From an optimization exercise on the open Yosys and OpenROAD flow, aimed at small area; shortcuts taken in it are not production practice.
At most, simulation tests tie the RTL to the original design; equivalence was not proved.
Power figures rest on the tool's default switching activity, not on a simulated workload.

==> 09-18: inputs <==
==> flow/design.v (excerpt) <==
module tlp_loopback_top #(
    parameter int FIFO_DEPTH = 8
) (
    input  wire         clk_pcie,
    input  wire         rst,
    input  wire  [63:0] rx_data,
    input  wire  [7:0]  rx_keep,
    input  wire         rx_last,
    input  wire         rx_valid,
    output logic        rx_ready,
    output logic [63:0] tx_data,
    output logic [7:0]  tx_keep,
    output logic        tx_last,
    output logic        tx_valid,
    input  wire         tx_ready
);
==> module tlp_aoi222, before the edit <==
module tlp_aoi222 (
    input  wire [2:0] d,
    input  wire [2:0] s,
    output logic      yn
);
    assign yn = !((d[0] && s[0]) || (d[1] && s[1]) || (d[2] && s[2]));
endmodule
==> module tlp_rd_mux15, before the edit <==
module tlp_rd_mux15 (
    input  wire [14:0] d,
    input  wire [14:0] sel,
    output logic       y
);
    logic [4:0] grp_n;
    for (genvar g = 0; g < 5; g++) begin : g_grp
        tlp_aoi222 u_aoi (
            .d  (d[3*g +: 3]),
            .s  (sel[3*g +: 3]),
            .yn (grp_n[g])
        );
    end
    assign y = !(&grp_n);
endmodule
==> module tlp_loopback_top, before the edit <==
module tlp_loopback_top #(
    parameter int FIFO_DEPTH = 8
) (
    input  wire         clk_pcie,
    input  wire         rst,
    input  wire  [63:0] rx_data,
    input  wire  [7:0]  rx_keep,
    input  wire         rx_last,
    input  wire         rx_valid,
    output logic        rx_ready,
    output logic [63:0] tx_data,
    output logic [7:0]  tx_keep,
    output logic        tx_last,
    output logic        tx_valid,
    input  wire         tx_ready
);
    localparam int CW    = $clog2(FIFO_DEPTH) + 1;
    localparam int SLOTS = 15;
    logic [63:0] mem    [1:SLOTS];
    logic [SLOTS:1] keep_m;
    logic [SLOTS:1] last_m;
    logic [3:0]    wr_ptr;
    logic [3:0]    rd_ptr;
    logic          wr_half;
    logic          rd_half;
    logic          pend;
    logic [CW-1:0] count;
    logic rx_fire;
    logic tx_fire;
    logic pop;
    logic head_last;
    assign rx_ready = (count <= CW'(FIFO_DEPTH - 2));
    assign tx_valid = (count != '0);
    assign rx_fire  = rx_valid && rx_ready;
    assign tx_fire  = tx_valid && tx_ready;
    assign pop      = tx_fire && (rd_half || head_last);
    logic [3:0] wr_next;
    logic [3:0] rd_next;
    assign wr_next = {wr_ptr[2:0], wr_ptr[3] ^ wr_ptr[2]};
    assign rd_next = {rd_ptr[2:0], rd_ptr[3] ^ rd_ptr[2]};
    always_ff @(posedge clk_pcie) begin
        if (rst) begin
            wr_ptr  <= 4'd1;
            rd_ptr  <= 4'd1;
            wr_half <= 1'b0;
            rd_half <= 1'b0;
            pend    <= 1'b0;
            count   <= '0;
        end else begin
            pend <= rx_fire && (wr_half || rx_last);
            if (rx_fire) begin
                wr_ptr  <= wr_next;
                wr_half <= !wr_half && !rx_last;
            end
            if (tx_fire) begin
                rd_ptr  <= rd_next;
                rd_half <= !rd_half && !head_last;
            end
            case ({pend, pop})
                2'b10:   count <= count + CW'(1);
                2'b01:   count <= count - CW'(1);
                default: count <= count;
            endcase
        end
    end
    always_ff @(posedge clk_pcie) begin
        for (int i = 1; i <= SLOTS; i++) begin
            if (rx_fire && wr_ptr == 4'(i)) begin
                mem[i]    <= rx_data;
                keep_m[i] <= rx_keep[4];
                last_m[i] <= rx_last;
            end
        end
    end
    logic [SLOTS-1:0] rd_sel;
    logic [65:0]      rd_beat;
    always_comb begin
        for (int i = 1; i <= SLOTS; i++) begin
            rd_sel[i-1] = (rd_ptr == 4'(i));
        end
    end
    for (genvar b = 0; b < 66; b++) begin : g_rd
        logic [SLOTS-1:0] col;
        for (genvar i = 1; i <= SLOTS; i++) begin : g_col
            if (b < 64) begin : g_data
                assign col[i-1] = mem[i][b];
            end else if (b == 64) begin : g_keep
                assign col[i-1] = keep_m[i];
            end else begin : g_last
                assign col[i-1] = last_m[i];
            end
        end
        tlp_rd_mux15 u_mux (
            .d   (col),
            .sel (rd_sel),
            .y   (rd_beat[b])
        );
    end
    assign tx_data   = rd_beat[63:0];
    assign tx_keep   = {{4{rd_beat[64]}}, 4'hf};
    assign tx_last   = rd_beat[65];
    assign head_last = rd_beat[65];
endmodule
make LEC_CHECK=0 CAP_MARGIN=20 CORE_MARGIN=2 CORE_UTILIZATION=40 CTS_BUF_LIST=sky130_fd_sc_hd__clkbuf_8 CTS_CLUSTER_DIAMETER=50 CTS_CLUSTER_SIZE=20 SLEW_MARGIN=20 SYNTH_HIERARCHICAL=1 SYNTH_MINIMUM_KEEP_SIZE=0 finish   # period 5.0 ns
run.sh (not shown) runs the stock make flow with config.mk's settings and CLKGATE_MAP_FILE= SYNTH_SCRIPT=/design/flow/synth_recipe.tcl, a recipe that flattens the netlist after the stock synthesis.
==> 10-09 (differences from 09-18) <==
--- a/flow/config.mk
+++ b/flow/config.mk
@@ -8,9 +8,9 @@
 export CAP_MARGIN = 20
 export CORE_MARGIN = 2
 export CORE_UTILIZATION = 40
-export CTS_BUF_LIST = sky130_fd_sc_hd__clkbuf_8
-export CTS_CLUSTER_DIAMETER = 50
-export CTS_CLUSTER_SIZE = 20
+export CTS_BUF_LIST = sky130_fd_sc_hd__clkbuf_4
+export CTS_CLUSTER_DIAMETER = 40
+export CTS_CLUSTER_SIZE = 10
 export SLEW_MARGIN = 20
 export SYNTH_HIERARCHICAL = 1
 export SYNTH_MINIMUM_KEEP_SIZE = 0
==> 10-20 (differences from 09-18) <==
==> flow/design.v (replaced) <==
`timescale 1ns/1ns
`default_nettype none
package tlp_core_pkg;
    localparam int CORE_DATA_W = 64;
    localparam int CORE_DW_PER_BEAT = 2;
    typedef enum logic [7:0] {
        KEEP_LOW_DW  = 8'h0f,
        KEEP_BOTH_DW = 8'hff
    } core_keep_e;
    typedef struct packed {
        logic [CORE_DATA_W-1:0] data;
        core_keep_e             keep;
        logic                   last;
    } core_beat_t;
endpackage
`default_nettype wire
`timescale 1ns/1ns
`default_nettype none
package tlp_fabric_pkg;
    localparam int FAB_DATA_W = 128;
    localparam int FAB_DW_PER_BEAT = 4;
    typedef struct packed {
        logic [FAB_DATA_W-1:0]      data;
        logic [FAB_DW_PER_BEAT-1:0] keep_dw;
        logic                       first;
        logic                       last;
    } fab_beat_t;
    typedef enum logic {
        UNPACK_LOW  = 1'b0,
        UNPACK_HIGH = 1'b1
    } unpack_state_e;
endpackage
`default_nettype wire
`timescale 1ns/1ns
`default_nettype none
module tlp_loopback_top #(
    parameter int FIFO_DEPTH = 8
) (
    input  wire         clk_pcie,
    input  wire         rst,
    input  wire  [63:0] rx_data,
    input  wire  [7:0]  rx_keep,
    input  wire         rx_last,
    input  wire         rx_valid,
    output logic        rx_ready,
    output logic [63:0] tx_data,
    output logic [7:0]  tx_keep,
    output logic        tx_last,
    output logic        tx_valid,
    input  wire         tx_ready
);
    localparam int AW = $clog2(FIFO_DEPTH);
    localparam int CW = AW + 1;
    logic [63:0] mem_lo [0:FIFO_DEPTH-1];
    logic [63:0] mem_hi [0:FIFO_DEPTH-1];
    logic [FIFO_DEPTH-1:0] two_m;
    logic [FIFO_DEPTH-1:0] keep_m;
    logic [FIFO_DEPTH-1:0] last_m;
    logic [AW-1:0] wr_ptr;
    logic          wr_half;
    logic          pend;
    logic [AW-1:0] rd_ptr;
    logic          rd_half;
    logic [CW-1:0] count;
    logic rx_fire;
    logic done;
    logic tx_fire;
    logic pop;
    logic head_two;
    assign rx_ready = (count <= CW'(FIFO_DEPTH - 2));
    assign tx_valid = (count != '0);
    assign rx_fire  = rx_valid && rx_ready;
    assign done     = wr_half || rx_last;
    assign tx_fire  = tx_valid && tx_ready;
    assign head_two = two_m[rd_ptr];
    assign pop      = tx_fire && (rd_half || !head_two);
    always_ff @(posedge clk_pcie) begin
        if (rst) begin
            wr_ptr  <= '0;
            wr_half <= 1'b0;
            pend    <= 1'b0;
            rd_ptr  <= '0;
            rd_half <= 1'b0;
            count   <= '0;
        end else begin
            pend <= rx_fire && done;
            if (rx_fire) begin
                wr_half <= !done;
                if (done) begin
                    wr_ptr <= wr_ptr + AW'(1);
                end
            end
            if (tx_fire) begin
                rd_half <= !rd_half && head_two;
            end
            if (pop) begin
                rd_ptr <= rd_ptr + AW'(1);
            end
            case ({pend, pop})
                2'b10:   count <= count + CW'(1);
                2'b01:   count <= count - CW'(1);
                default: count <= count;
            endcase
        end
    end
    always_ff @(posedge clk_pcie) begin
        for (int i = 0; i < FIFO_DEPTH; i++) begin
            if (rx_fire && wr_ptr == AW'(i)) begin
                if (wr_half) begin
                    mem_hi[i] <= rx_data;
                end else begin
                    mem_lo[i] <= rx_data;
                end
                if (done) begin
                    two_m[i]  <= wr_half;
                    keep_m[i] <= rx_keep[4];
                    last_m[i] <= rx_last;
                end
            end
        end
    end
    always_comb begin
        tx_data = rd_half ? mem_hi[rd_ptr] : mem_lo[rd_ptr];
        if (rd_half) begin
            tx_keep = {{4{keep_m[rd_ptr]}}, 4'hf};
            tx_last = last_m[rd_ptr];
        end else begin
            tx_keep = {{4{keep_m[rd_ptr] || two_m[rd_ptr]}}, 4'hf};
            tx_last = last_m[rd_ptr] && !two_m[rd_ptr];
        end
    end
endmodule
`default_nettype wire
==> flow/config.mk (replaced) <==
export PLATFORM = sky130hd
export DESIGN_NAME = tlp_loopback_top
export DESIGN_NICKNAME = tlp_loopback_top
export VERILOG_FILES = /design/flow/design.v
export SDC_FILE = /design/flow/constraint.sdc
export NUM_CORES = 4
export LEC_CHECK = 0
export CAP_MARGIN = 20
export CORE_MARGIN = 2
export CORE_UTILIZATION = 40
export SLEW_MARGIN = 20
==> comparison table <==
|  | 09-18 | 10-20 | 10-09 |
|---|---|---|---|
| Run status | finished clean | finished clean | finished clean |
| Worst stage delay on the critical path | 900 ps | 760 ps | 600 ps |
| Clock-pin slew of the registers on the worst-case setup and hold paths | 100 ps | 60 ps | 100 ps |
| Worst path slowest cell | sky130_fd_sc_hd__and2_2 | sky130_fd_sc_hd__or4_2 | sky130_fd_sc_hd__and2_4 |
| Sequential cell count | 1005 | 1061 | 1005 |
| Number of vias after detailed routing | 18700 | 22100 | 18800 |
| Largest net degree at the start of global routing | 67 | 73 | 67 |
| Dpl ws | 992 ps | 865 ps | 992 ps |
| Register share of total power | 60.7% | 47.9% | 63.3% |
| Total power after layout | 15.4 mW | 20.9 mW | 14.8 mW |
| Core footprint | 0.0866 mm2 | 0.0987 mm2 | 0.0866 mm2 |
| Worst Hold Endpoint | wr_half$_SDFFE_PP0P_ | wr_ptr[1]$_SDFFE_PP0P_ | wr_half$_SDFFE_PP0P_ |
| Die Width | 299 um | 320 um | 299 um |
| M3 GR Usage | 3.88% | 3.47% | 4.14% |
| End point of the critical path | tx_data[59] | tx_data[19] | tx_data[32] |
For 10-20, only the layout was checked, not whether the RTL still works.


==> inputs of run K <==
Starting RTL as in the previous note.
Settings: LEC_CHECK=0, CAP_MARGIN=20, CORE_MARGIN=2, CORE_UTILIZATION=40, CTS_BUF_LIST=sky130_fd_sc_hd__clkbuf_4, CTS_CLUSTER_DIAMETER=40, CTS_CLUSTER_SIZE=10, SLEW_MARGIN=20, SYNTH_HIERARCHICAL=1, SYNTH_MINIMUM_KEEP_SIZE=0; clock period 5.0 ns.
standard.sh (not shown) runs the stock make flow with config.mk's settings and CLKGATE_MAP_FILE= SYNTH_SCRIPT=/design/flow/synth_recipe.tcl, a recipe that flattens the netlist after the stock synthesis.
==> flow/flow/run.sh <==
#!/bin/bash
# The standard layout (standard.sh) with two changes: the port buffers are plain buf_1
# cells (repair may still size them up), and clock tree synthesis adds no dummy loads.
set -euo pipefail
CTS_ARGS="-sink_clustering_enable -repair_clock_nets -sink_clustering_size 30 -sink_clustering_max_diameter 70 -buf_list sky130_fd_sc_hd__clkbuf_16 -dont_use_dummy_load"
bash standard.sh "BUFFER_PORTS_ARGS=-buffer_cell sky130_fd_sc_hd__buf_1" "CTS_ARGS=${CTS_ARGS}" finish > standard_make.log 2>&1
==> run Z (differences from run K) <==
==> flow/flow/run.sh (replaced) <==
#!/bin/bash
# The standard layout (standard.sh) with two changes: the port buffers are plain buf_1
# cells (repair may still size them up), and clock tree synthesis adds no dummy loads.
set -euo pipefail
CTS_ARGS="-sink_clustering_enable -repair_clock_nets -sink_clustering_size 10 -sink_clustering_max_diameter 40 -buf_list sky130_fd_sc_hd__clkbuf_4 -dont_use_dummy_load"
bash standard.sh "BUFFER_PORTS_ARGS=-buffer_cell sky130_fd_sc_hd__buf_1" "CTS_ARGS=${CTS_ARGS}" finish > standard_make.log 2>&1
CORE_UTILIZATION = 60   (was 40)
CTS_BUF_LIST = unset   (was sky130_fd_sc_hd__clkbuf_4)
CTS_CLUSTER_DIAMETER = unset   (was 40)
CTS_CLUSTER_SIZE = unset   (was 10)
==> run R (differences from run K) <==
==> flow/flow/run.sh (replaced) <==
#!/bin/bash
# The standard layout (standard.sh) with two changes: the port buffers are plain buf_1
# cells (repair may still size them up), and clock tree synthesis adds no dummy loads.
set -euo pipefail
CTS_ARGS="-sink_clustering_enable -repair_clock_nets -sink_clustering_size 36 -sink_clustering_max_diameter 60 -buf_list sky130_fd_sc_hd__clkbuf_16 -dont_use_dummy_load"
bash standard.sh "BUFFER_PORTS_ARGS=-buffer_cell sky130_fd_sc_hd__buf_1" "CTS_ARGS=${CTS_ARGS}" finish > standard_make.log 2>&1
==> run notes <==
| metric | run R | run Z | run K |
|---|---|---|---|
| Result of the run | complete, no violations | complete, no violations | complete, no violations |
| Biggest fanout along the worst timing path | 28 | 46 | 28 |
| Clock Power Share | 30.8% | 26.2% | 27.9% |
| H-tree depth | 2 | 4 | 2 |
| Detail Route met2 WL | 42500 um | 40300 um | 43000 um |
| Proportion of power drawn by combinational gates | 6.0% | 6.2% | 6.3% |
| Via-per-instance ratio | 6.19 | 7.07 | 6.19 |
| Design Area, Final | 0.0388 sq mm | 0.0378 sq mm | 0.0384 sq mm |
| Height of the die | 299 um | 245 um | 299 um |
| Clk pin slew, worst setup/hold paths | 60 ps | 90 ps | 60 ps |
| Non-Filler Instances | 2992 | 2671 | 2977 |
| Setup Slack @ Placement | 1090 ps | 1200 ps | 1090 ps |
| Total design power | 14.8 mW | 13.9 mW | 14.2 mW |
| 1st-iter DRT viols | 3126 | 3334 | 2984 |
| Number of stages on the worst setup path | 7 | 8 | 7 |
| Detailed-router iteration count before antenna repair | 14 | 10 | 10 |
| Number of vias in the routed layout | 18500 | 18900 | 18400 |
| Largest net degree at the start of global routing | 67 | 62 | 67 |
| Tap cell instance count | 1155 | 765 | 1155 |
| Signal buf overhead | 2.51% | 2.53% | 2.53% |
| Routed len/inst | 29.6 um | 32.6 um | 29.7 um |
| Initial standard-cell utilization of the core | 40.3% | 60.5% | 40.3% |
| Repair and plain buffers | 193 | 189 | 193 |
| GRT Overall Usage | 19.3% | 29.6% | 19.2% |
| Largest stage delay on the critical path | 640 ps | 790 ps | 640 ps |

afterwards: timing with drivers on the ports:
No port has a modelled driver above. Below, the same layouts with a new extraction and two added sets of constraints.
Step 1 (the two cells are an assumption about what drives the block):
set clk [get_ports {clk_pcie}]
set_driving_cell -lib_cell sky130_fd_sc_hd__clkbuf_16 $clk
set_driving_cell -lib_cell sky130_fd_sc_hd__buf_2 [delete_from_list [all_inputs] $clk]
Step 2 also shifts input and output timing later by t, the mid clock arrival at the registers, as if the neighbouring blocks saw the same clock.
Slacks: ideal / step 1 / step 2; pairs: ideal / step 1.
run	shift t [ns]	slack for setup (ns)	worst setup path at the end	clock arrival spread, ns	pins driven straight from the clock port
09-18	0.768	0.201 / 0.138 / 0.906	register to output	0.051 / 0.051	1
10-09	1.010	0.180 / 0.117 / 1.033	register to register	0.078 / 0.078	1
10-20	0.728	0.204 / 0.138 / 0.867	register to output	0.047 / 0.047	1
run K	0.657	0.660 / 0.594 / 1.038	register to register	0.059 / 0.059	1
run Z	1.023	0.322 / 0.266 / 1.161	register to register	0.072 / 0.072	1
run R	0.694	0.581 / 0.515 / 1.021	register to register	0.087 / 0.087	1
After both steps every run listed still meets setup and hold.
